This design comes from an exercise in tuning for small area, a short achievable clock period and few clock cycles per item on the open sky130 flow, not from production work. RTL that was checked went through simulation tests only; none was proved equivalent to the original. Power is estimated from default activity; no workload was simulated.

## maple
Design kmp_substring_search_core, start of the top module:
module kmp_substring_search_core #(
	parameter int unsigned MAX_PATTERN    = kmpss_pkg::MAX_PATTERN_DEF,
	parameter int unsigned POSITION_WIDTH = kmpss_pkg::POSITION_WIDTH_DEF
) (
	input  wire logic        clk,
	input  wire logic        arst_n,
	input  wire logic        s_tvalid,
	output logic             s_tready,
	input  wire logic [7:0]  s_tdata,   
	input  wire logic [1:0]  s_tuser,   
	input  wire logic        s_tlast,
	output logic             m_tvalid,
	input  wire logic        m_tready,
	output logic [39:0]      m_tdata    
);
	localparam int unsigned N  = MAX_PATTERN;   
	localparam int unsigned AW = $clog2(N);
	localparam int unsigned NL = 8;            
	localparam int unsigned NH = N / NL;
	localparam int unsigned LW = $clog2(N + 1);
	localparam int unsigned PW = POSITION_WIDTH;
	logic          iv_q;
	logic          ifunc_q;
	logic          ifirst_q;
	logic          ilast_q;
	logic [7:0]    ibyte_q;
	logic          eql_q;       
	logic          rdy_q;
	logic          en_q;        
	logic [8*N-1:0] r_q;         
	logic [N-1:0]   a_q;
	logic [AW-1:0]  z_q;         
	logic [NL-1:0]  wl_q;        
	logic [NH-1:0]  wh_q;
	logic [7:0]     plast_q;     
	logic [LW-1:0]  len_q;
	logic           lz_q;        
	logic           l1_q;        
	logic           lf_q;        
	logic [1:0]     st_q;
	logic [PW-1:0]  d_q;
	logic          ov_q;
	logic [1:0]    ostat_q;
	logic          o2v_q;
	logic [1:0]    o2stat_q;
	logic [PW-1:0] pos_q;       
	logic          rs;
	logic          done;        
	logic          grow;        
	logic [PW-1:0] d_inc;
	logic          nzero;
	logic          full;
  ...
For scale: roughly 2200 cells after synthesis, roughly 700 flip-flops.
export LEC_CHECK = 0
export ABC_AREA = 0
export CAP_MARGIN = 20
export CORE_MARGIN = 2
export CORE_UTILIZATION = 65
export CTS_CLUSTER_DIAMETER = 100
export CTS_CLUSTER_SIZE = 28
export PLACE_DENSITY = 0.75
export SETUP_SLACK_MARGIN = 3.6
export SLEW_MARGIN = 20
create_clock -name core_clock -period 6.0 [get_ports {clk}]
run.sh (not shown) runs the stock make flow with config.mk's settings and CLKGATE_MAP_FILE= SYNTH_SCRIPT=/design/flow/synth_recipe.tcl, a recipe that flattens the netlist after the stock synthesis.
Input-level comparison between birch and maple:
--- a/flow/design.v
+++ b/flow/design.v
@@ -237,15 +237,13 @@
 			ibyte_q  <= s_tdata;
 			eql_q    <= (s_tdata == plast_n);
 		end
 		ostat_q  <= ostat_n;
 		o2stat_q <= o2stat_n;
 		if (oload) begin
-			if (o2v_q) begin
-				pos_q <= (o2stat_q == kmpss_pkg::STAT_FOUND) ? d_q : '0;
-			end else if (res != kmpss_pkg::STAT_FOUND) begin
+			if (ostat_n != kmpss_pkg::STAT_FOUND) begin
 				pos_q <= '0;
 			end else if (grow && (rs || lz_q)) begin
 				pos_q <= '0;
 			end else if (grow) begin
 				pos_q <= d_inc;
 			end else begin
[summary]
- Every run in the comparison, birch and maple, completed the flow with a clean layout.
- birch and maple ended up with nearly the same cell area after technology mapping.
- Summary: final routed wirelength across all metal layers, birch better than maple
- Going from maple to birch, count of placed standard cells in the final layout, fillers left out higher; arrival time at the worst endpoint went down 180 ps; final critical-path required period saw a decrease.
- Fmax: birch higher than maple
- Against maple, birch comes in about 4% higher on power.
- Per the comparison of birch with maple, multi-input combinational cell area went up by 3.8%, fraction of the core area covered by cells at the end of the flow now sits higher, average wire per standard cell went down, proportion of cell area spent on the clock network essentially unchanged, logic depth of the worst register-to-register path moved down.
Testbench counts of birch, summed over its fixed seeds: cycles 25,211, items 25,187.
Only the layout flow was run in maple; the RTL was not checked for function there.

---

The RTL this note starts from:
==> flow/design.v <==
`default_nettype none
package kmpss_pkg;
	localparam int unsigned MAX_PATTERN_DEF    = 64;
	localparam int unsigned POSITION_WIDTH_DEF = 32;
	localparam logic [1:0] STAT_BUSY     = 2'd0;
	localparam logic [1:0] STAT_FOUND    = 2'd1;
	localparam logic [1:0] STAT_NOTFOUND = 2'd2;
	localparam logic [1:0] STAT_OVERFLOW = 2'd3;
	localparam logic [1:0] SRCH_FRESH    = 2'd3;
endpackage
`default_nettype wire
`default_nettype none
module kmp_substring_search_core #(
	parameter int unsigned MAX_PATTERN    = kmpss_pkg::MAX_PATTERN_DEF,
	parameter int unsigned POSITION_WIDTH = kmpss_pkg::POSITION_WIDTH_DEF
) (
	input  wire logic        clk,
	input  wire logic        arst_n,
	input  wire logic        s_tvalid,
	output logic             s_tready,
	input  wire logic [7:0]  s_tdata,   
	input  wire logic [1:0]  s_tuser,   
	input  wire logic        s_tlast,
	output logic             m_tvalid,
	input  wire logic        m_tready,
	output logic [39:0]      m_tdata    
);
	localparam int unsigned N  = MAX_PATTERN;
	localparam int unsigned LW = $clog2(N + 1);
	localparam int unsigned PW = POSITION_WIDTH;
	logic          iv_q;
	logic          ifunc_q;
	logic          ifirst_q;
	logic          ilast_q;
	logic [7:0]    ibyte_q;
	logic          rdy_q;
	logic          en_q;        
	logic          qen_q;       
	logic [PW-1:0] pos_q;       
	logic          oload;       
	logic [8*N-1:0] q_q;         
	logic [N-1:1]   a_q;
	logic [LW-1:0]  len_q;
	logic [1:0]     st_q;
	logic [PW-1:0]  d_q;
	logic          ov_q;
	logic [1:0]    ostat_q;
	logic          o2v_q;
	logic [1:0]    o2stat_q;
	logic          rs;
	logic [1:0]    s_eff;
	logic          full;
	logic [N:0]    t;
	logic [N-1:0]  eq;
	logic [N:1]    a_eff;
	logic [N-1:1]  a_nxt;
	logic          found;
	logic [1:0]    res;
	logic          en;
	logic          acc;
	logic          pop;
	logic          iv_n;
	logic          ifunc_n;
	logic          ifirst_n;
	logic [1:0]    st_n;
	logic          ov_n;
	logic [1:0]    ostat_n;
	logic          o2v_n;
	logic [1:0]    o2stat_n;
	logic          en_n;
	logic [LW-1:0] len_n;
	logic          full_n;
	logic [PW-1:0] d_n;
	always_comb begin
		rs    = ifirst_q || (st_q == kmpss_pkg::SRCH_FRESH);
		s_eff = rs ? kmpss_pkg::STAT_BUSY : st_q;
		full  = !ifirst_q && (len_q == LW'(N));
		for (int k = 0; k <= N; k++) begin
			t[k] = (LW'(k) >= len_q);
		end
		for (int k = 0; k < N; k++) begin
			eq[k] = (ibyte_q == q_q[8*k +: 8]);
		end
		for (int k = 1; k < N; k++) begin
			a_eff[k] = rs ? t[k] : a_q[k];
		end
		a_eff[N] = 1'b1;
		for (int k = 1; k < N; k++) begin
			a_nxt[k] = t[k] || (a_eff[k+1] && eq[k]);
		end
		found = a_eff[1] && eq[0];
		if (!ifunc_q) begin
			res = full ? kmpss_pkg::STAT_OVERFLOW : kmpss_pkg::STAT_BUSY;
			st_n = kmpss_pkg::SRCH_FRESH;
		end else begin
			if (s_eff != kmpss_pkg::STAT_BUSY) begin
				res = s_eff;
			end else if (len_q == '0 || found) begin
				res = kmpss_pkg::STAT_FOUND;
			end else if (ilast_q) begin
				res = kmpss_pkg::STAT_NOTFOUND;
			end else begin
				res = kmpss_pkg::STAT_BUSY;
			end
			st_n = res;
		end
		en  = en_q;
		acc = s_tvalid && rdy_q;
		pop = ov_q && m_tready;
		if (!en) begin
			st_n = st_q;
		end
		ov_n     = ov_q;
		ostat_n  = ostat_q;
		o2v_n    = o2v_q;
		o2stat_n = o2stat_q;
		oload = pop || !ov_q;
		if (oload) begin
			if (o2v_q) begin
				ov_n    = 1'b1;
				ostat_n = o2stat_q;
				o2v_n   = 1'b0;
			end else begin
				ov_n = en;
				if (en) begin
					ostat_n = res;
				end
			end
		end else if (en) begin
			o2v_n    = 1'b1;
			o2stat_n = res;
		end
		iv_n     = acc || (iv_q && !en);
		ifunc_n  = acc ? s_tuser[0] : ifunc_q;
		ifirst_n = acc ? s_tuser[1] : ifirst_q;
		en_n = iv_n && !o2v_n;
		len_n = len_q;
		if (en && !ifunc_q && !full) begin
			len_n = ifirst_q ? LW'(1) : len_q + LW'(1);
		end
		full_n = !ifirst_n && (len_n == LW'(N));
		d_n = d_q;
		if (en && ifunc_q && s_eff == kmpss_pkg::STAT_BUSY) begin
			if (len_q == '0) begin
				d_n = '0;
			end else if (rs) begin
				d_n = PW'(1) - PW'(len_q);
			end else begin
				d_n = d_q + PW'(1);
			end
		end
	end
	always_ff @(posedge clk or negedge arst_n) begin
		if (!arst_n) begin
			iv_q   <= 1'b0;
			rdy_q  <= 1'b0;
			ov_q   <= 1'b0;
			o2v_q  <= 1'b0;
			st_q   <= kmpss_pkg::SRCH_FRESH;
			len_q  <= '0;
			en_q   <= 1'b0;
			qen_q  <= 1'b0;
		end else begin
			iv_q  <= iv_n;
			rdy_q <= !iv_n || en_n;
			ov_q  <= ov_n;
			o2v_q <= o2v_n;
			st_q  <= st_n;
			len_q <= len_n;
			en_q  <= en_n;
			qen_q <= en_n && !ifunc_n && !full_n;
		end
	end
	always_ff @(posedge clk) begin
		if (acc) begin
			ifunc_q  <= s_tuser[0];
			ifirst_q <= s_tuser[1];
			ilast_q  <= s_tlast;
			ibyte_q  <= s_tdata;
		end
		ostat_q  <= ostat_n;
		if (oload) begin
			pos_q <= (ostat_n == kmpss_pkg::STAT_FOUND) ? d_n : '0;
		end
		d_q      <= d_n;
		o2stat_q <= o2stat_n;
		if (qen_q) begin
			q_q <= {q_q[8*N-9:0], ibyte_q};
		end
		if (en) begin
			if (ifunc_q) begin
				a_q <= a_nxt;
			end
		end
	end
	assign s_tready = rdy_q;
	assign m_tvalid = ov_q;
	assign m_tdata  = {6'b0, pos_q, ostat_q};
endmodule
`default_nettype wire
Settings: LEC_CHECK=0, ABC_AREA=1, CAP_MARGIN=20, CORE_MARGIN=2, CORE_UTILIZATION=65, PLACE_DENSITY=0.75, SETUP_SLACK_MARGIN=3.8, SLEW_MARGIN=20; clock period 6.0 ns.
Rerun with:
--- a/flow/design.v
+++ b/flow/design.v
@@ -33,6 +33,7 @@
 	logic          ifirst_q;
 	logic          ilast_q;
 	logic [7:0]    ibyte_q;
+	logic          eq0_q;       
 	logic          rdy_q;
 	logic          en_q;        
 	logic          qen_q;       
@@ -78,7 +79,8 @@
 		for (int k = 0; k <= N; k++) begin
 			t[k] = (LW'(k) >= len_q);
 		end
-		for (int k = 0; k < N; k++) begin
+		eq[0] = eq0_q;
+		for (int k = 1; k < N; k++) begin
 			eq[k] = (ibyte_q == q_q[8*k +: 8]);
 		end
 		for (int k = 1; k < N; k++) begin
@@ -177,6 +179,7 @@
 			ifirst_q <= s_tuser[1];
 			ilast_q  <= s_tlast;
 			ibyte_q  <= s_tdata;
+			eq0_q    <= (s_tdata == (qen_q ? ibyte_q : q_q[7:0]));
 		end
 		ostat_q  <= ostat_n;
 		if (oload) begin
The new run finished clean.
Final area fell by about 1.5%.
Total power fell by 8.9%.
Via count fell by 1.3%.
Routed wire length fell by 4.1%.
Die area hardly moves.
Clock skew fell by 0.0071 ns.
Worst setup slack gets better by 0.014 ns.
Combinational power fell by 8.8%.
First-iteration DRC count fell by about 4%.
Global-route usage fell by 1.3 points.
Clock-buffer cell count fell by 1.
Flip-flop and latch count rose by 1.
Area after synthesis is about the same.
Register-to-register slack gets better by 0.13 ns.
Testbench counts after the change, summed over its fixed seeds: cycles 25,211, items 25,187.
The RTL of the first run of this note was laid out without a check of its function.

-- port drivers added, routing unchanged --
Ports are ideal in the flow. The routed layouts listed here were re-timed in OpenROAD.
Step 1 sets driving cells, clkbuf_16 on the clock port and buf_2 on the other inputs (assumed; they add their load-dependent delay and slew).
Step 2 moves the port delays by t, midway between the first and last clock arrival at a register: inputs arrive t later, outputs are due t later. That takes back most of the time a late clock gives input paths.
Three values: ideal ports, drivers, drivers and shift; two values: the first two.
run | shift t [ns] | setup WS [ns] | worst hold slack (ns) | worst register clock-pin slew, ns
maple | 0.651 | 3.392 / 3.392 / 3.063 | 0.356 / 0.356 / 0.356 | 0.12 / 0.12
birch | 0.665 | 3.487 / 3.487 / 2.880 | 0.342 / 0.342 / 0.342 | 0.11 / 0.11
the first run of note 2 | 0.661 | 3.636 / 3.585 / 3.192 | 0.459 / 0.459 / 0.459 | 0.07 / 0.07
the second run of note 2 | 0.666 | 3.650 / 3.590 / 3.326 | 0.457 / 0.457 / 0.457 | 0.07 / 0.07
After both steps every run listed still meets setup and hold. For birch, which loses most, drivers alone change the setup slack by 0.000 ns; drivers and shift together by -0.607 ns.
